Background: an optimization exercise with open tools, aiming at small area. Do not read the settings as production practice.
Only simulation tests tie the RTL to the original design; equivalence was not proved.

==> flow/design.v, too long to show whole: its modules and the start of the top module <==
// module mdc_top: 545 lines
// module mdc_dp: 1073 lines
// module mdc_fa: 4 lines
// module mdc_ha: 4 lines
module mdc_top (
    input  logic         clk,
    input  logic         rst_n,
    input  logic         in_valid,
    input  logic [14:0]  in_data,
    input  logic [8:0]   in_mode,
    output logic         out_valid,
    output logic [206:0] out_data
);
  // ...
==> flow/run.sh <==
#!/bin/bash
# synth_recipe.tcl (not shown) runs the flow's synth.tcl, then flattens the netlist and writes it again
# the make line also repeats each setting of config.mk as NAME=value (left out here)
make -C /OpenROAD-flow-scripts/flow DESIGN_CONFIG=/design/flow/config.mk WORK_HOME=/design/flow/orfs CLKGATE_MAP_FILE= SYNTH_SCRIPT=/design/flow/synth_recipe.tcl finish
==> flow/config.mk <==
export PLATFORM = sky130hd
export DESIGN_NAME = mdc_top
export DESIGN_NICKNAME = mdc_top
export VERILOG_FILES = /design/flow/design.v
export SDC_FILE = /design/flow/constraint.sdc
export NUM_CORES = 8
export LEC_CHECK = 0
export ABC_AREA = 1
export CAP_MARGIN = 20
export CORE_MARGIN = 2
export CORE_UTILIZATION = 40
export CTS_BUF_LIST = sky130_fd_sc_hd__clkbuf_8
export SETUP_SLACK_MARGIN = 1.0
export SLEW_MARGIN = 20
export SYNTH_HIERARCHICAL = 1
export SYNTH_MINIMUM_KEEP_SIZE = 0
==> flow/constraint.sdc <==
create_clock -name core_clock -period 25.0 [get_ports {clk}]
set_input_delay 5.0000 -clock core_clock [delete_from_list [all_inputs] [get_ports {clk}]]
set_output_delay 5.0000 -clock core_clock [all_outputs]
set_load 0.01 [all_outputs]
==> impl_table.tex, run 1 <==
\begin{tabular}{lr}
\hline
Metric & Value \\
\hline
\multicolumn{2}{l}{\textbf{Layout}} \\
\quad Post-layout instance area & 29,200 um\^{}2 \\
\quad Largest registers & F x207, ln x132, mr x66 \\
\quad Max reg flops & 207 \\
\quad Final core utilization & 0.465 \\
\quad Proportion of final cell area spent on non-clock buffers & 0.0882 \\
\multicolumn{2}{l}{\textbf{Setup path}} \\
\quad Setup slack, reg-to-reg & 3620 ps \\
\quad Crit-path slowest cell & sky130\_fd\_sc\_hd\_\_o21ai\_1 \\
\quad Origin of the critical flop-to-flop path & c[0] \\
\multicolumn{2}{l}{\textbf{Yosys}} \\
\quad Post-Synth XOR/XNOR Area & 0.000694 \\
\quad Most used DFF post-synth & sky130\_fd\_sc\_hd\_\_dfxtp\_1 \\
\multicolumn{2}{l}{\textbf{Drt}} \\
\quad Metal2 WL & 40,900 um \\
\multicolumn{2}{l}{\textbf{STA}} \\
\quad Final critical-path setup slack & 3620 ps \\
\quad Setup-violating endpoint count in the final report & 0 \\
\quad Unrepaired setup endpoints after global routing & no \\
\multicolumn{2}{l}{\textbf{Floorplan}} \\
\quad Die Wd & 255 um \\
\quad Num rows & 92 \\
\multicolumn{2}{l}{\textbf{Global routing}} \\
\quad Global Route Usage Sum & 0.283 \\
\multicolumn{2}{l}{\textbf{Placed design}} \\
\quad Detail Placement HPWL & 69,200 um \\
\quad Placed inst area & 27,800 um\^{}2 \\
\multicolumn{2}{l}{\textbf{Run status}} \\
\quad Result of the run & no timing/DRC/antenna violations \\
\hline
\end{tabular}
==> module mdc_top, before the edit <==
module mdc_top (
    input  logic         clk,
    input  logic         rst_n,
    input  logic         in_valid,
    input  logic [14:0]  in_data,
    input  logic [8:0]   in_mode,
    output logic         out_valid,
    output logic [206:0] out_data
);
    logic [3:0]  syn15, syn9;
    logic [14:0] fix15;
    logic [8:0]  fix9;
    logic [10:0] din;
    logic [4:0]  mdec;
    always_comb begin
        syn15 = '0;
        for (int p = 1; p <= 15; p++) if (in_data[15-p]) syn15 = syn15 ^ 4'(p);
        fix15 = in_data;
        for (int p = 1; p <= 15; p++) if (syn15 == 4'(p)) fix15[15-p] = ~in_data[15-p];
        din = {fix15[12], fix15[10:8], fix15[6:0]};
        syn9 = '0;
        for (int p = 1; p <= 9; p++) if (in_mode[9-p]) syn9 = syn9 ^ 4'(p);
        fix9 = in_mode;
        for (int p = 1; p <= 9; p++) if (syn9 == 4'(p)) fix9[9-p] = ~in_mode[9-p];
        mdec = {fix9[6], fix9[4:2], fix9[0]};
    end
    logic       busy;
    logic [4:0] c;
    logic       sel3;
    always_ff @(posedge clk or negedge rst_n) begin
        if (!rst_n) begin
            busy <= 1'b0; c <= 5'd0; out_valid <= 1'b0;
        end else begin
            out_valid <= busy && (c == 5'd30);
            if (!busy) begin
                if (in_valid) begin busy <= 1'b1; c <= 5'd1; end
            end else begin
                c <= c + 5'd1;
                if (c == 5'd30) busy <= 1'b0;
            end
        end
    end
    always_ff @(posedge clk) begin
        if (!busy && in_valid) sel3 <= (mdec == 5'b00110);
    end
    logic [10:0] ln [0:11];
    always_ff @(posedge clk) begin
        ln[0] <= in_valid ? din : ln[11];
        for (int i = 1; i < 12; i++) ln[i] <= ln[i-1];
    end
    logic [206:0] F;
    logic signed [10:0] a1, a2, b1, b2;
    logic wr2, big, accen, h3w;
    logic [2:0] mrwe;
    logic [1:0] mrsel;
    always_comb begin
        a1 = ln[0]; a2 = ln[0]; b1 = ln[0]; b2 = ln[0];
        wr2 = 1'b0; big = 1'b0; accen = 1'b0; h3w = 1'b0; a1z = 1'b0; mrwe = '0; mrsel = 2'd0;
        if (sel3) begin big = 1'b1; accen = 1'b1; a1z = 1'b1; h3w = 1'b1; end
        if (!sel3) begin
            case (c)
                5'd7: begin a1 = ln[6]; a2 = ln[5]; b1 = ln[1]; b2 = ln[2]; wr2 = 1'b1; end
                5'd8: begin a1 = ln[6]; a2 = ln[5]; b1 = ln[1]; b2 = ln[2]; wr2 = 1'b1; end
                5'd9: begin a1 = ln[6]; a2 = ln[5]; b1 = ln[1]; b2 = ln[2]; wr2 = 1'b1; end
                5'd12: begin a1 = ln[6]; a2 = ln[5]; b1 = ln[1]; b2 = ln[2]; wr2 = 1'b1; end
                5'd13: begin a1 = ln[6]; a2 = ln[5]; b1 = ln[1]; b2 = ln[2]; wr2 = 1'b1; end
                5'd15: begin a1 = ln[6]; a2 = ln[5]; b1 = ln[1]; b2 = ln[2]; wr2 = 1'b1; end
                5'd23: begin a1 = ln[6]; a2 = ln[5]; b1 = ln[1]; b2 = ln[2]; wr2 = 1'b1; end
                5'd28: begin a1 = ln[6]; a2 = ln[5]; b1 = ln[1]; b2 = ln[2]; wr2 = 1'b1; end
                5'd29: begin a1 = ln[6]; a2 = ln[5]; b1 = ln[1]; b2 = ln[2]; wr2 = 1'b1; end
                default: ;
            endcase
        end
        if (sel3) begin
            case (c)
                5'd7: begin a1 = ln[6]; a2 = ln[5]; b1 = ln[1]; b2 = ln[2]; mrwe[0] = 1'b1; big = 1'b0; accen = 1'b0; a1z = 1'b0; h3w = 1'b0; end
                5'd8: begin a1 = ln[6]; a2 = ln[5]; b1 = ln[1]; b2 = ln[2]; mrwe[1] = 1'b1; big = 1'b0; accen = 1'b0; a1z = 1'b0; h3w = 1'b0; end
                5'd9: begin a1 = ln[6]; a2 = ln[5]; b1 = ln[1]; b2 = ln[2]; mrwe[2] = 1'b1; big = 1'b0; accen = 1'b0; a1z = 1'b0; h3w = 1'b0; end
                5'd10: begin a1 = ln[0]; a1z = 1'b0; mrsel = 2'd2; accen = 1'b0; end
                5'd11: begin a1 = ln[0]; a1z = 1'b0; mrsel = 2'd0; accen = 1'b0; end
                5'd12: begin a1 = ln[9]; a2 = ln[5]; b1 = ln[7]; b2 = ln[11]; mrwe[0] = 1'b1; big = 1'b0; accen = 1'b0; a1z = 1'b0; h3w = 1'b0; end
                5'd13: begin a1 = ln[9]; a2 = ln[5]; b1 = ln[7]; b2 = ln[11]; mrwe[2] = 1'b1; big = 1'b0; accen = 1'b0; a1z = 1'b0; h3w = 1'b0; end
                5'd14: begin a1 = ln[3]; a1z = 1'b0; mrsel = 2'd2; end
                5'd15: begin a1 = ln[6]; a1z = 1'b0; mrsel = 2'd1; end
                5'd16: begin a1 = ln[6]; a2 = ln[5]; b1 = ln[1]; b2 = ln[2]; mrwe[2] = 1'b1; big = 1'b0; accen = 1'b0; a1z = 1'b0; h3w = 1'b0; end
                5'd17: begin a1 = ln[0]; a1z = 1'b0; mrsel = 2'd2; accen = 1'b0; end
                5'd18: begin a1 = ln[6]; a1z = 1'b0; mrsel = 2'd1; end
                5'd19: begin a1 = ln[9]; a1z = 1'b0; mrsel = 2'd0; end
                5'd20: begin a1 = ln[0]; a1z = 1'b0; mrsel = 2'd2; accen = 1'b0; end
                5'd21: begin a1 = ln[0]; a2 = ln[8]; b1 = ln[7]; b2 = ln[11]; mrwe[0] = 1'b1; big = 1'b0; accen = 1'b0; a1z = 1'b0; h3w = 1'b0; end
                5'd23: begin a1 = ln[0]; a2 = ln[8]; b1 = ln[7]; b2 = ln[11]; mrwe[1] = 1'b1; big = 1'b0; accen = 1'b0; a1z = 1'b0; h3w = 1'b0; end
                5'd24: begin a1 = ln[6]; a1z = 1'b0; mrsel = 2'd1; end
                5'd25: begin a1 = ln[6]; a1z = 1'b0; mrsel = 2'd0; end
                5'd26: begin a1 = ln[3]; a2 = ln[5]; b1 = ln[1]; b2 = ln[11]; mrwe[0] = 1'b1; big = 1'b0; accen = 1'b0; a1z = 1'b0; h3w = 1'b0; end
                5'd27: begin a1 = ln[3]; a2 = ln[5]; b1 = ln[1]; b2 = ln[11]; mrwe[1] = 1'b1; big = 1'b0; accen = 1'b0; a1z = 1'b0; h3w = 1'b0; end
                5'd28: begin a1 = ln[9]; a1z = 1'b0; mrsel = 2'd1; end
                5'd29: begin a1 = ln[11]; a1z = 1'b0; mrsel = 2'd0; end
                default: ;
            endcase
        end
        if (!busy) begin wr2 = 1'b0; mrwe = '0; end
    end
    logic [21:0] mr [0:2];
    logic [21:0] d;
    always_ff @(posedge clk) begin
        if (mrwe[0]) mr[0] <= d;
        if (mrwe[1]) mr[1] <= d;
        if (mrwe[2]) mr[2] <= d;
    end
    logic [21:0] mrv;
    always_comb begin
        mrv = mr[0];
        if (mrsel == 2'd1) mrv = mr[1];
        if (mrsel == 2'd2) mrv = mr[2];
    end
    logic [33:0] t;
    logic a1z;
    wire [10:0] a1g = a1z ? 11'd0 : a1;
    mdc_dp u_dp (.a1(a1g), .a2(a2), .b1(b1), .b2(b2), .mlo(mrv[10:0]), .mhi(mrv[21:11]), .accv(F[186:153]), .big(big), .accen(accen), .t(t));
    assign d = t[21:0];
    logic [22:0] h2;
    logic [50:0] h3;
    assign h2 = wr2 ? {t[21], t[21:0]} : F[91:69];
    assign h3 = h3w ? {{17{t[33]}}, t} : F[203:153];
    always_ff @(posedge clk) begin
        if (sel3) begin
            F[0] <= F[51];
            F[1] <= F[52];
            F[2] <= F[53];
            F[3] <= F[54];
            F[4] <= F[55];
            F[5] <= F[56];
            F[6] <= F[57];
            F[7] <= F[58];
            F[8] <= F[59];
            F[9] <= F[60];
            F[10] <= F[61];
            F[11] <= F[62];
            F[12] <= F[63];
            F[13] <= F[64];
            F[14] <= F[65];
            F[15] <= F[66];
            F[16] <= F[67];
            F[17] <= F[68];
            F[18] <= F[69];
            F[19] <= F[70];
            F[20] <= F[71];
            F[21] <= F[72];
            F[22] <= F[73];
            F[23] <= F[74];
            F[24] <= F[75];
            F[25] <= F[76];
            F[26] <= F[77];
            F[27] <= F[78];
            F[28] <= F[79];
            F[29] <= F[80];
            F[30] <= F[81];
            F[31] <= F[82];
            F[32] <= F[83];
            F[33] <= F[84];
            F[34] <= F[85];
            F[35] <= F[86];
            F[36] <= F[87];
            F[37] <= F[88];
            F[38] <= F[89];
            F[39] <= F[90];
            F[40] <= F[91];
            F[41] <= F[92];
            F[42] <= F[93];
            F[43] <= F[94];
            F[44] <= F[95];
            F[45] <= F[96];
            F[46] <= F[97];
            F[47] <= F[98];
            F[48] <= F[99];
            F[49] <= F[100];
            F[50] <= F[101];
            F[51] <= F[102];
            F[52] <= F[103];
            F[53] <= F[104];
            F[54] <= F[105];
            F[55] <= F[106];
            F[56] <= F[107];
            F[57] <= F[108];
            F[58] <= F[109];
            F[59] <= F[110];
            F[60] <= F[111];
            F[61] <= F[112];
            F[62] <= F[113];
            F[63] <= F[114];
            F[64] <= F[115];
            F[65] <= F[116];
            F[66] <= F[117];
            F[67] <= F[118];
            F[68] <= F[119];
            F[69] <= F[120];
            F[70] <= F[121];
            F[71] <= F[122];
            F[72] <= F[123];
            F[73] <= F[124];
            F[74] <= F[125];
            F[75] <= F[126];
            F[76] <= F[127];
            F[77] <= F[128];
            F[78] <= F[129];
            F[79] <= F[130];
            F[80] <= F[131];
            F[81] <= F[132];
            F[82] <= F[133];
            F[83] <= F[134];
            F[84] <= F[135];
            F[85] <= F[136];
            F[86] <= F[137];
            F[87] <= F[138];
            F[88] <= F[139];
            F[89] <= F[140];
            F[90] <= F[141];
            F[91] <= F[142];
            F[92] <= F[143];
            F[93] <= F[144];
            F[94] <= F[145];
            F[95] <= F[146];
            F[96] <= F[147];
            F[97] <= F[148];
            F[98] <= F[149];
            F[99] <= F[150];
            F[100] <= F[151];
            F[101] <= F[152];
            F[102] <= h3[0];
            F[103] <= h3[1];
            F[104] <= h3[2];
            F[105] <= h3[3];
            F[106] <= h3[4];
            F[107] <= h3[5];
            F[108] <= h3[6];
            F[109] <= h3[7];
            F[110] <= h3[8];
            F[111] <= h3[9];
            F[112] <= h3[10];
            F[113] <= h3[11];
            F[114] <= h3[12];
            F[115] <= h3[13];
            F[116] <= h3[14];
            F[117] <= h3[15];
            F[118] <= h3[16];
            F[119] <= h3[17];
            F[120] <= h3[18];
            F[121] <= h3[19];
            F[122] <= h3[20];
            F[123] <= h3[21];
            F[124] <= h3[22];
            F[125] <= h3[23];
            F[126] <= h3[24];
            F[127] <= h3[25];
            F[128] <= h3[26];
            F[129] <= h3[27];
            F[130] <= h3[28];
            F[131] <= h3[29];
            F[132] <= h3[30];
            F[133] <= h3[31];
            F[134] <= h3[32];
            F[135] <= h3[33];
            F[136] <= h3[34];
            F[137] <= h3[35];
            F[138] <= h3[36];
            F[139] <= h3[37];
            F[140] <= h3[38];
            F[141] <= h3[39];
            F[142] <= h3[40];
            F[143] <= h3[41];
            F[144] <= h3[42];
            F[145] <= h3[43];
            F[146] <= h3[44];
            F[147] <= h3[45];
            F[148] <= h3[46];
            F[149] <= h3[47];
            F[150] <= h3[48];
            F[151] <= h3[49];
            F[152] <= h3[50];
            F[153] <= F[0];
            F[154] <= F[1];
            F[155] <= F[2];
            F[156] <= F[3];
            F[157] <= F[4];
            F[158] <= F[5];
            F[159] <= F[6];
            F[160] <= F[7];
            F[161] <= F[8];
            F[162] <= F[9];
            F[163] <= F[10];
            F[164] <= F[11];
            F[165] <= F[12];
            F[166] <= F[13];
            F[167] <= F[14];
            F[168] <= F[15];
            F[169] <= F[16];
            F[170] <= F[17];
            F[171] <= F[18];
            F[172] <= F[19];
            F[173] <= F[20];
            F[174] <= F[21];
            F[175] <= F[22];
            F[176] <= F[23];
            F[177] <= F[24];
            F[178] <= F[25];
            F[179] <= F[26];
            F[180] <= F[27];
            F[181] <= F[28];
            F[182] <= F[29];
            F[183] <= F[30];
            F[184] <= F[31];
            F[185] <= F[32];
            F[186] <= F[33];
            F[187] <= F[34];
            F[188] <= F[35];
            F[189] <= F[36];
            F[190] <= F[37];
            F[191] <= F[38];
            F[192] <= F[39];
            F[193] <= F[40];
            F[194] <= F[41];
            F[195] <= F[42];
            F[196] <= F[43];
            F[197] <= F[44];
            F[198] <= F[45];
            F[199] <= F[46];
            F[200] <= F[47];
            F[201] <= F[48];
            F[202] <= F[49];
            F[203] <= F[50];
            F[204] <= 1'b0;
            F[205] <= 1'b0;
            F[206] <= 1'b0;
        end else begin
            F[0] <= F[92];
            F[1] <= F[93];
            F[2] <= F[94];
            F[3] <= F[95];
            F[4] <= F[96];
            F[5] <= F[97];
            F[6] <= F[98];
            F[7] <= F[99];
            F[8] <= F[100];
            F[9] <= F[101];
            F[10] <= F[102];
            F[11] <= F[103];
            F[12] <= F[104];
            F[13] <= F[105];
            F[14] <= F[106];
            F[15] <= F[107];
            F[16] <= F[108];
            F[17] <= F[109];
            F[18] <= F[110];
            F[19] <= F[111];
            F[20] <= F[112];
            F[21] <= F[113];
            F[22] <= F[114];
            F[23] <= F[0];
            F[24] <= F[1];
            F[25] <= F[2];
            F[26] <= F[3];
            F[27] <= F[4];
            F[28] <= F[5];
            F[29] <= F[6];
            F[30] <= F[7];
            F[31] <= F[8];
            F[32] <= F[9];
            F[33] <= F[10];
            F[34] <= F[11];
            F[35] <= F[12];
            F[36] <= F[13];
            F[37] <= F[14];
            F[38] <= F[15];
            F[39] <= F[16];
            F[40] <= F[17];
            F[41] <= F[18];
            F[42] <= F[19];
            F[43] <= F[20];
            F[44] <= F[21];
            F[45] <= F[22];
            F[46] <= F[184];
            F[47] <= F[185];
            F[48] <= F[186];
            F[49] <= F[187];
            F[50] <= F[188];
            F[51] <= F[189];
            F[52] <= F[190];
            F[53] <= F[191];
            F[54] <= F[192];
            F[55] <= F[193];
            F[56] <= F[194];
            F[57] <= F[195];
            F[58] <= F[196];
            F[59] <= F[197];
            F[60] <= F[198];
            F[61] <= F[199];
            F[62] <= F[200];
            F[63] <= F[201];
            F[64] <= F[202];
            F[65] <= F[203];
            F[66] <= F[204];
            F[67] <= F[205];
            F[68] <= F[206];
            F[69] <= F[115];
            F[70] <= F[116];
            F[71] <= F[117];
            F[72] <= F[118];
            F[73] <= F[119];
            F[74] <= F[120];
            F[75] <= F[121];
            F[76] <= F[122];
            F[77] <= F[123];
            F[78] <= F[124];
            F[79] <= F[125];
            F[80] <= F[126];
            F[81] <= F[127];
            F[82] <= F[128];
            F[83] <= F[129];
            F[84] <= F[130];
            F[85] <= F[131];
            F[86] <= F[132];
            F[87] <= F[133];
            F[88] <= F[134];
            F[89] <= F[135];
            F[90] <= F[136];
            F[91] <= F[137];
            F[92] <= h2[0];
            F[93] <= h2[1];
            F[94] <= h2[2];
            F[95] <= h2[3];
            F[96] <= h2[4];
            F[97] <= h2[5];
            F[98] <= h2[6];
            F[99] <= h2[7];
            F[100] <= h2[8];
            F[101] <= h2[9];
            F[102] <= h2[10];
            F[103] <= h2[11];
            F[104] <= h2[12];
            F[105] <= h2[13];
            F[106] <= h2[14];
            F[107] <= h2[15];
            F[108] <= h2[16];
            F[109] <= h2[17];
            F[110] <= h2[18];
            F[111] <= h2[19];
            F[112] <= h2[20];
            F[113] <= h2[21];
            F[114] <= h2[22];
            F[115] <= F[46];
            F[116] <= F[47];
            F[117] <= F[48];
            F[118] <= F[49];
            F[119] <= F[50];
            F[120] <= F[51];
            F[121] <= F[52];
            F[122] <= F[53];
            F[123] <= F[54];
            F[124] <= F[55];
            F[125] <= F[56];
            F[126] <= F[57];
            F[127] <= F[58];
            F[128] <= F[59];
            F[129] <= F[60];
            F[130] <= F[61];
            F[131] <= F[62];
            F[132] <= F[63];
            F[133] <= F[64];
            F[134] <= F[65];
            F[135] <= F[66];
            F[136] <= F[67];
            F[137] <= F[68];
            F[138] <= F[23];
            F[139] <= F[24];
            F[140] <= F[25];
            F[141] <= F[26];
            F[142] <= F[27];
            F[143] <= F[28];
            F[144] <= F[29];
            F[145] <= F[30];
            F[146] <= F[31];
            F[147] <= F[32];
            F[148] <= F[33];
            F[149] <= F[34];
            F[150] <= F[35];
            F[151] <= F[36];
            F[152] <= F[37];
            F[153] <= F[38];
            F[154] <= F[39];
            F[155] <= F[40];
            F[156] <= F[41];
            F[157] <= F[42];
            F[158] <= F[43];
            F[159] <= F[44];
            F[160] <= F[45];
            F[161] <= F[138];
            F[162] <= F[139];
            F[163] <= F[140];
            F[164] <= F[141];
            F[165] <= F[142];
            F[166] <= F[143];
            F[167] <= F[144];
            F[168] <= F[145];
            F[169] <= F[146];
            F[170] <= F[147];
            F[171] <= F[148];
            F[172] <= F[149];
            F[173] <= F[150];
            F[174] <= F[151];
            F[175] <= F[152];
            F[176] <= F[153];
            F[177] <= F[154];
            F[178] <= F[155];
            F[179] <= F[156];
            F[180] <= F[157];
            F[181] <= F[158];
            F[182] <= F[159];
            F[183] <= F[160];
            F[184] <= F[161];
            F[185] <= F[162];
            F[186] <= F[163];
            F[187] <= F[164];
            F[188] <= F[165];
            F[189] <= F[166];
            F[190] <= F[167];
            F[191] <= F[168];
            F[192] <= F[169];
            F[193] <= F[170];
            F[194] <= F[171];
            F[195] <= F[172];
            F[196] <= F[173];
            F[197] <= F[174];
            F[198] <= F[175];
            F[199] <= F[176];
            F[200] <= F[177];
            F[201] <= F[178];
            F[202] <= F[179];
            F[203] <= F[180];
            F[204] <= F[181];
            F[205] <= F[182];
            F[206] <= F[183];
        end
    end
    assign out_data = F;
endmodule
==> run 2, diff against run 1 <==
--- a/flow/design.v
+++ b/flow/design.v
@@ -74,45 +74,41 @@
         if (sel3) begin
             case (c)
                 5'd7: begin a1 = ln[6]; a2 = ln[5]; b1 = ln[1]; b2 = ln[2]; mrwe[0] = 1'b1; big = 1'b0; accen = 1'b0; a1z = 1'b0; h3w = 1'b0; end
-                5'd8: begin a1 = ln[6]; a2 = ln[5]; b1 = ln[1]; b2 = ln[2]; mrwe[1] = 1'b1; big = 1'b0; accen = 1'b0; a1z = 1'b0; h3w = 1'b0; end
-                5'd9: begin a1 = ln[6]; a2 = ln[5]; b1 = ln[1]; b2 = ln[2]; mrwe[2] = 1'b1; big = 1'b0; accen = 1'b0; a1z = 1'b0; h3w = 1'b0; end
-                5'd10: begin a1 = ln[0]; a1z = 1'b0; mrsel = 2'd2; accen = 1'b0; end
+                5'd8: begin a1 = ln[6]; a2 = ln[5]; b1 = ln[1]; b2 = ln[2]; mrwe[0] = 1'b1; big = 1'b0; accen = 1'b0; a1z = 1'b0; h3w = 1'b0; end
+                5'd9: begin a1 = ln[6]; a2 = ln[5]; b1 = ln[1]; b2 = ln[2]; mrwe[0] = 1'b1; big = 1'b0; accen = 1'b0; a1z = 1'b0; h3w = 1'b0; end
+                5'd10: begin a1 = ln[0]; a1z = 1'b0; mrsel = 2'd0; accen = 1'b0; end
                 5'd11: begin a1 = ln[0]; a1z = 1'b0; mrsel = 2'd0; accen = 1'b0; end
                 5'd12: begin a1 = ln[9]; a2 = ln[5]; b1 = ln[7]; b2 = ln[11]; mrwe[0] = 1'b1; big = 1'b0; accen = 1'b0; a1z = 1'b0; h3w = 1'b0; end
-                5'd13: begin a1 = ln[9]; a2 = ln[5]; b1 = ln[7]; b2 = ln[11]; mrwe[2] = 1'b1; big = 1'b0; accen = 1'b0; a1z = 1'b0; h3w = 1'b0; end
-                5'd14: begin a1 = ln[3]; a1z = 1'b0; mrsel = 2'd2; end
-                5'd15: begin a1 = ln[6]; a1z = 1'b0; mrsel = 2'd1; end
-                5'd16: begin a1 = ln[6]; a2 = ln[5]; b1 = ln[1]; b2 = ln[2]; mrwe[2] = 1'b1; big = 1'b0; accen = 1'b0; a1z = 1'b0; h3w = 1'b0; end
-                5'd17: begin a1 = ln[0]; a1z = 1'b0; mrsel = 2'd2; accen = 1'b0; end
-                5'd18: begin a1 = ln[6]; a1z = 1'b0; mrsel = 2'd1; end
+                5'd13: begin a1 = ln[9]; a2 = ln[5]; b1 = ln[7]; b2 = ln[11]; mrwe[0] = 1'b1; big = 1'b0; accen = 1'b0; a1z = 1'b0; h3w = 1'b0; end
+                5'd14: begin a1 = ln[3]; a1z = 1'b0; mrsel = 2'd0; end
+                5'd15: begin a1 = ln[6]; a1z = 1'b0; mrsel = 2'd0; end
+                5'd16: begin a1 = ln[6]; a2 = ln[5]; b1 = ln[1]; b2 = ln[2]; mrwe[0] = 1'b1; big = 1'b0; accen = 1'b0; a1z = 1'b0; h3w = 1'b0; end
+                5'd17: begin a1 = ln[0]; a1z = 1'b0; mrsel = 2'd0; accen = 1'b0; end
+                5'd18: begin a1 = ln[6]; a1z = 1'b0; mrsel = 2'd0; end
                 5'd19: begin a1 = ln[9]; a1z = 1'b0; mrsel = 2'd0; end
-                5'd20: begin a1 = ln[0]; a1z = 1'b0; mrsel = 2'd2; accen = 1'b0; end
+                5'd20: begin a1 = ln[0]; a1z = 1'b0; mrsel = 2'd0; accen = 1'b0; end
                 5'd21: begin a1 = ln[0]; a2 = ln[8]; b1 = ln[7]; b2 = ln[11]; mrwe[0] = 1'b1; big = 1'b0; accen = 1'b0; a1z = 1'b0; h3w = 1'b0; end
-                5'd23: begin a1 = ln[0]; a2 = ln[8]; b1 = ln[7]; b2 = ln[11]; mrwe[1] = 1'b1; big = 1'b0; accen = 1'b0; a1z = 1'b0; h3w = 1'b0; end
-                5'd24: begin a1 = ln[6]; a1z = 1'b0; mrsel = 2'd1; end
+                5'd22: begin a1 = ln[9]; a2 = ln[1]; b1 = ln[11]; b2 = ln[7]; mrwe[0] = 1'b1; big = 1'b0; accen = 1'b0; a1z = 1'b0; h3w = 1'b0; end
+                5'd23: begin a1 = ln[0]; a2 = ln[8]; b1 = ln[7]; b2 = ln[11]; mrwe[0] = 1'b1; big = 1'b0; accen = 1'b0; a1z = 1'b0; h3w = 1'b0; end
+                5'd24: begin a1 = ln[6]; a1z = 1'b0; mrsel = 2'd0; end
                 5'd25: begin a1 = ln[6]; a1z = 1'b0; mrsel = 2'd0; end
-                5'd26: begin a1 = ln[3]; a2 = ln[5]; b1 = ln[1]; b2 = ln[11]; mrwe[0] = 1'b1; big = 1'b0; accen = 1'b0; a1z = 1'b0; h3w = 1'b0; end
-                5'd27: begin a1 = ln[3]; a2 = ln[5]; b1 = ln[1]; b2 = ln[11]; mrwe[1] = 1'b1; big = 1'b0; accen = 1'b0; a1z = 1'b0; h3w = 1'b0; end
-                5'd28: begin a1 = ln[9]; a1z = 1'b0; mrsel = 2'd1; end
+                5'd27: begin a1 = ln[3]; a2 = ln[5]; b1 = ln[1]; b2 = ln[11]; mrwe[0] = 1'b1; big = 1'b0; accen = 1'b0; a1z = 1'b0; h3w = 1'b0; end
+                5'd28: begin a1 = ln[9]; a1z = 1'b0; mrsel = 2'd0; end
                 5'd29: begin a1 = ln[11]; a1z = 1'b0; mrsel = 2'd0; end
                 default: ;
             endcase
         end
         if (!busy) begin wr2 = 1'b0; mrwe = '0; end
     end
-    logic [21:0] mr [0:2];
     logic [21:0] d;
-    always_ff @(posedge clk) begin
-        if (mrwe[0]) mr[0] <= d;
-        if (mrwe[1]) mr[1] <= d;
-        if (mrwe[2]) mr[2] <= d;
-    end
     logic [21:0] mrv;
-    always_comb begin
-        mrv = mr[0];
-        if (mrsel == 2'd1) mrv = mr[1];
-        if (mrsel == 2'd2) mrv = mr[2];
+    logic [21:0] mr [0:2];
+    always_ff @(posedge clk) begin
+        mr[0] <= mrwe[0] ? d : mr[2];
+        mr[1] <= mr[0];
+        mr[2] <= mr[1];
     end
+    assign mrv = mr[0];
     logic [33:0] t;
     logic a1z;
     wire [10:0] a1g = a1z ? 11'd0 : a1;
--- a/flow/config.mk
+++ b/flow/config.mk
@@ -9,7 +9,7 @@
 export CAP_MARGIN = 20
 export CORE_MARGIN = 2
 export CORE_UTILIZATION = 40
-export CTS_BUF_LIST = sky130_fd_sc_hd__clkbuf_8
+export CTS_BUF_LIST = sky130_fd_sc_hd__clkbuf_4
 export SETUP_SLACK_MARGIN = 1.0
 export SLEW_MARGIN = 20
 export SYNTH_HIERARCHICAL = 1
==> run 2 against run 1 <==
Compared with the run above: maximum frequency up 0.58%; sequential share of layout area fell by 0.87 points; utilization up 0.45 points; highest routed layer unchanged.
==> impl_table.tex, run 2 <==
\begin{tabular}{lr}
\hline
Metric & Value \\
\hline
\multicolumn{2}{l}{\textbf{Run status}} \\
\quad Result of the run & no timing/DRC/antenna violations (unchanged) \\
\multicolumn{2}{l}{\textbf{Layout}} \\
\quad Most used cells in the layout excluding fill and tap cells & sky130\_fd\_sc\_hd\_\_nand2\_1 (827), sky130\_fd\_sc\_hd\_\_dfxtp\_1 (405), sky130\_fd\_sc\_hd\_\_nor2\_1 (302), sky130\_fd\_sc\_hd\_\_fa\_1 (296), sky130\_fd\_sc\_hd\_\_inv\_1 (243) (was sky130\_fd\_sc\_hd\_\_nand2\_1 (717), sky130\_fd\_sc\_hd\_\_dfxtp\_1 (339), sky130\_fd\_sc\_hd\_\_nor2\_1 (326), sky130\_fd\_sc\_hd\_\_fa\_1 (296), sky130\_fd\_sc\_hd\_\_clkdlybuf4s50\_1 (234)) \\
\quad Max reg flops & 207 (unchanged) \\
\quad Post-layout instance area & 27,800 um\^{}2 (was 29,200 um\^{}2) \\
\quad Largest registers & F x207, ln x132, mr x66 (unchanged) \\
\quad Fraction of layout instances using a drive strength above 1 & 0.0730 (was 0.0801) \\
\quad Post-route non-filler standard cell count & 3,857 (was 3,869) \\
\quad Number of nets in the layout & 3,383 (was 3,341) \\
\quad Storage cell area & 8310 um\^{}2 (was 8970 um\^{}2) \\
\quad Most common library cell in the layout ignoring fill and taps & sky130\_fd\_sc\_hd\_\_nand2\_1 (unchanged) \\
\quad \# fillers & 5,752 (was 6,020) \\
\quad Layout overhead on the synthesized area & 15.4\% (was 15.5\%) \\
\quad Reg with most FFs & F (unchanged) \\
\quad Area occupied by multi-input gates & 13,900 um\^{}2 (was 14,300 um\^{}2) \\
\multicolumn{2}{l}{\textbf{Setup path}} \\
\quad Setup slack, reg-to-reg & 3740 ps (was 3620 ps) \\
\quad Type of the worst setup path & register to register (unchanged) \\
\quad Critical path launch point type & register (unchanged) \\
\quad Crit-path slowest cell & sky130\_fd\_sc\_hd\_\_buf\_4 (was sky130\_fd\_sc\_hd\_\_o21ai\_1) \\
\quad Worst Setup End Kind & register (unchanged) \\
\quad Biggest fanout along the worst timing path & 82 (was 52) \\
\quad Required time reported for the critical path endpoint & 25,620 ps (was 25,500 ps) \\
\quad Cell seen most often among critical-path stages & sky130\_fd\_sc\_hd\_\_fa\_1 (unchanged) \\
\quad Data arrival, critical path & 21,880 ps (was 21,890 ps) \\
\quad Slowest cell delay on critical path & 730 ps (was 850 ps) \\
\multicolumn{2}{l}{\textbf{Yosys}} \\
\quad Portion of synthesized cell area occupied by the leading cell type & 0.337 (was 0.269) \\
\quad Seq/Total Area, Yosys & 0.345 (was 0.356) \\
\quad Most instantiated library cell after synthesis & sky130\_fd\_sc\_hd\_\_nand2\_1 (unchanged) \\
\quad Post-synthesis instance area & 24,100 um\^{}2 (was 25,200 um\^{}2) \\
\quad Most common library cells after synthesis & sky130\_fd\_sc\_hd\_\_nand2\_1 (828), sky130\_fd\_sc\_hd\_\_dfxtp\_1 (405), sky130\_fd\_sc\_hd\_\_nor2\_1 (302) (was sky130\_fd\_sc\_hd\_\_nand2\_1 (717), sky130\_fd\_sc\_hd\_\_dfxtp\_1 (339), sky130\_fd\_sc\_hd\_\_nor2\_1 (327)) \\
\quad Share of synthesized registers carrying an async set or reset & 0.0169 (unchanged) \\
\quad Number of distinct library cell variants in the gate-level netlist after synthesis & 47 (was 54) \\
\quad Yosys top cell by area & sky130\_fd\_sc\_hd\_\_dfxtp\_1 (unchanged) \\
\quad Synth top area cells & sky130\_fd\_sc\_hd\_\_dfxtp\_1 (34\%), sky130\_fd\_sc\_hd\_\_fa\_1 (25\%), sky130\_fd\_sc\_hd\_\_nand2\_1 (13\%) (was sky130\_fd\_sc\_hd\_\_dfxtp\_1 (27\%), sky130\_fd\_sc\_hd\_\_fa\_1 (23\%), sky130\_fd\_sc\_hd\_\_nand2\_1 (11\%)) \\
\quad Ys Warns & 9 (unchanged) \\
\quad Yosys reg bits & 413 (unchanged) \\
\quad Synthesized area per cell & 8.52 um\^{}2 (was 8.97 um\^{}2) \\
\quad Most used DFF post-synth & sky130\_fd\_sc\_hd\_\_dfxtp\_1 (unchanged) \\
\quad Synthesized instance count & 2,829 (was 2,814) \\
\quad Post-synth EDFFs & 1 (was 67) \\
\multicolumn{2}{l}{\textbf{STA}} \\
\quad Unrepaired setup endpoints after global routing & no (unchanged) \\
\quad Achievable frequency & 0.0470 GHz (was 0.0468 GHz) \\
\quad Setup-violating endpoint count in the final report & 0 (unchanged) \\
\quad Max-slew violation total from the final report & 0 (unchanged) \\
\quad Max transition margin & 0.282 (was 0.235) \\
\quad Least-Margin Pin Slew & 1080 ps (was 1150 ps) \\
\quad Endpoints failing hold & 0 (unchanged) \\
\quad Final worst clock skew & 90.0 ps (was 44.1 ps) \\
\quad Part of the cycle the worst path needs & 0.850 (was 0.855) \\
\quad Fin crit period & 21,260 ps (was 21,380 ps) \\
\quad Final-layout setup total negative slack & 0 ps (unchanged) \\
\multicolumn{2}{l}{\textbf{Clocking}} \\
\quad Post-CTS Repair Setup Buffers & 0 (unchanged) \\
\quad Largest buffer count on any clock path & 3 (unchanged) \\
\quad TritonCTS clock tree & built (unchanged) \\
\quad Total number of clock tree sinks & 413 (unchanged) \\
\quad Total clock buffers created by CTS & 98 (was 69) \\
\quad \# H-tree levels & 3 (unchanged) \\
\quad Hold-fix buffer count after cts & 0 (unchanged) \\
\quad Buffer type at the clock tree root & sky130\_fd\_sc\_hd\_\_clkbuf\_4 (was sky130\_fd\_sc\_hd\_\_clkbuf\_8) \\
\quad Clock latency on the worst-skew pair & 840 ps (was 670 ps) \\
\quad CTS clock-pin slew for the worst setup and hold paths & 70 ps (was 60 ps) \\
\quad CTS-repair resized insts & 0 (unchanged) \\
\multicolumn{2}{l}{\textbf{Global routing}} \\
\quad Pin count of the biggest net entering global routing & 104 (was 106) \\
\quad Global Route Usage Sum & 0.274 (was 0.283) \\
\quad Antenna violations before repair & 4 (was 1) \\
\quad Overflow left after global routing & 0 (unchanged) \\
\quad First-pass GRT wire length & 129,000 um (was 135,000 um) \\
\quad Number of global-route vias before repair & 20,333 (was 20,835) \\
\multicolumn{2}{l}{\textbf{Drt}} \\
\quad Average via count per standard cell & 5.28 (was 5.36) \\
\quad Via count & 20,378 (was 20,742) \\
\quad Final WL & 85,800 um (was 90,800 um) \\
\quad Number of DRC markers after the initial detailed-route iteration & 1,862 (was 1,824) \\
\quad Number of nets with antenna violations after detailed routing & 0 (unchanged) \\
\quad Post-detailed-route wirelength per cell & 22.2 um (was 23.5 um) \\
\quad Number of detailed-route iterations in the first pass & 5 (was 6) \\
\quad Drc violations & 0 (unchanged) \\
\multicolumn{2}{l}{\textbf{Floorplan}} \\
\quad Area of the die & 62,200 um\^{}2 (was 65,100 um\^{}2) \\
\quad Initial core utilization & 0.407 (was 0.402) \\
\quad Core box area & 59,200 um\^{}2 (was 62,700 um\^{}2) \\
\quad Num rows & 89 (was 92) \\
\quad Die Wd & 249 um (was 255 um) \\
\quad I/O pin cnt & 235 (unchanged) \\
\quad Die height & 249 um (was 255 um) \\
\multicolumn{2}{l}{\textbf{Placed design}} \\
\quad Port buffer count & 234 (unchanged) \\
\quad Gp weighted congestion & 0.968 (was 0.998) \\
\quad Placed inst area & 26,600 um\^{}2 (was 27,800 um\^{}2) \\
\quad Total instance count after detailed placement & 3,691 (was 3,747) \\
\quad Detail Placement HPWL & 66,200 um (was 69,200 um) \\
\multicolumn{2}{l}{\textbf{Hold path}} \\
\quad Min-Delay Path Class & register to register (unchanged) \\
\multicolumn{2}{l}{\textbf{Job}} \\
\quad Max capacitance violation total & 0 (unchanged) \\
\hline
\end{tabular}
run 2: cell count changes after synthesis, moves of 14 or more:
| cell | previous run | this run |
|---|---|---|
| sky130_fd_sc_hd__a22oi_1 | 43 | 23 |
| sky130_fd_sc_hd__a31oi_1 | 23 | 0 |
| sky130_fd_sc_hd__clkbuf_1 | 54 | 71 |
| sky130_fd_sc_hd__dfxtp_1 | 339 | 405 |
| sky130_fd_sc_hd__edfxtp_1 | 67 | 1 |
| sky130_fd_sc_hd__inv_1 | 209 | 244 |
| sky130_fd_sc_hd__nand2_1 | 717 | 828 |
| sky130_fd_sc_hd__nand3_1 | 114 | 184 |
| sky130_fd_sc_hd__nand4_1 | 36 | 22 |
| sky130_fd_sc_hd__nor2_1 | 327 | 302 |
| sky130_fd_sc_hd__o211ai_1 | 30 | 52 |
| sky130_fd_sc_hd__o21ai_1 | 64 | 13 |
run 2: worst paths after layout:
| kind | start | depth (start not counted) | end |
|---|---|---|---|
| hold / removal | ln[10][1] | 0 | ln[11][1] |
| setup reg to reg | c[1] | 60 | F[138] |
| max in group asynchronous | rst_n | 1 | c[4] |
| setup / recovery | c[1] | 60 | F[138] |
| hold reg to reg | ln[10][1] | 0 | ln[11][1] |
| min in group asynchronous | rst_n | 1 | out_valid |
run 2: cells by family after synthesis:
kind of cell	share of synthesized area
AND/OR/NAND/NOR	0.234
buffers and inverters	0.0829
flip-flops	0.345
adder cells (fa/ha/maj)	0.268
AO/OA/AOI/OAI	0.0683
XOR/XNOR	0.00145
other	0.000156
run 2: critical path, delay by kind of cell, from the launching register on:
family	cells	cell delay [ps]
XOR/XNOR	1	150
buffers and inverters	5	970
AO/OA/AOI/OAI	4	1230
AND/OR/NAND/NOR	11	2000
flip-flops	1	400
adder cells (fa/ha/maj)	39	16280
run 2: layout make-up:
cell class / count / share of cell area
multi-input cells: 1997 / 0.499
flip-flops and latches: 413 / 0.299
repair buffers: 256 / 0.0902
clock buffers: 138 / 0.0373
well taps: 773 / 0.0348
inverters: 252 / 0.0344
clock inverters: 27 / 0.00549
diodes: 1 / 0.0000900
run 2: Yosys stat by module, one instance, submodules excluded:
module / cells / flops+latches / area (um^2)
mdc_fa: 1 / 0 / 20.0
mdc_top: 1911 / 413 / 14900
mdc_ha: 1 / 0 / 12.5
mdc_dp: 585 / 0 / 2820
run 2: metal layers:
layer  up-vias  global-route usage  part of all wire
li1       9178                   -                 -
met1     10034               0.356              0.41
met2      1010               0.457              0.48
met3       152              0.0524             0.081
met4         4              0.0966             0.034
met5         -                   0           0.00031
run 2: metrics by stage:
step / setup slack [ps] / utilization / hold slack [ps]
after detailed placement: 3910 / 0.449 / 312
after global routing: 2970 / 0.469 / 322
after global placement: 4320 / 0.449 / 310
after floorplan: 6440 / - / 310
after CTS: 3870 / 0.469 / 293
final: 3740 / 0.469 / 296

==> separate check: timing with driven ports <==
Ports are ideal in the flow. The routed layouts listed here were re-timed in OpenROAD.
Step 1, drivers: a clkbuf_16 drives clk and a buf_2 each remaining input, both assumed.
Step 2 also shifts input and output timing later by t, the mid clock arrival at the registers, as if the neighbouring blocks saw the same clock.
Slacks: no drivers / after step 1 / after step 2; pairs: no drivers / after step 1.
run | shift t [ns] | setup slack, ns | worst setup path at the end
run 1 | 0.700 | 3.618 / 3.618 / 3.618 | register to register
run 2 | 0.846 | 3.740 / 3.740 / 3.740 | register to register
After both steps every run listed still meets setup and hold.
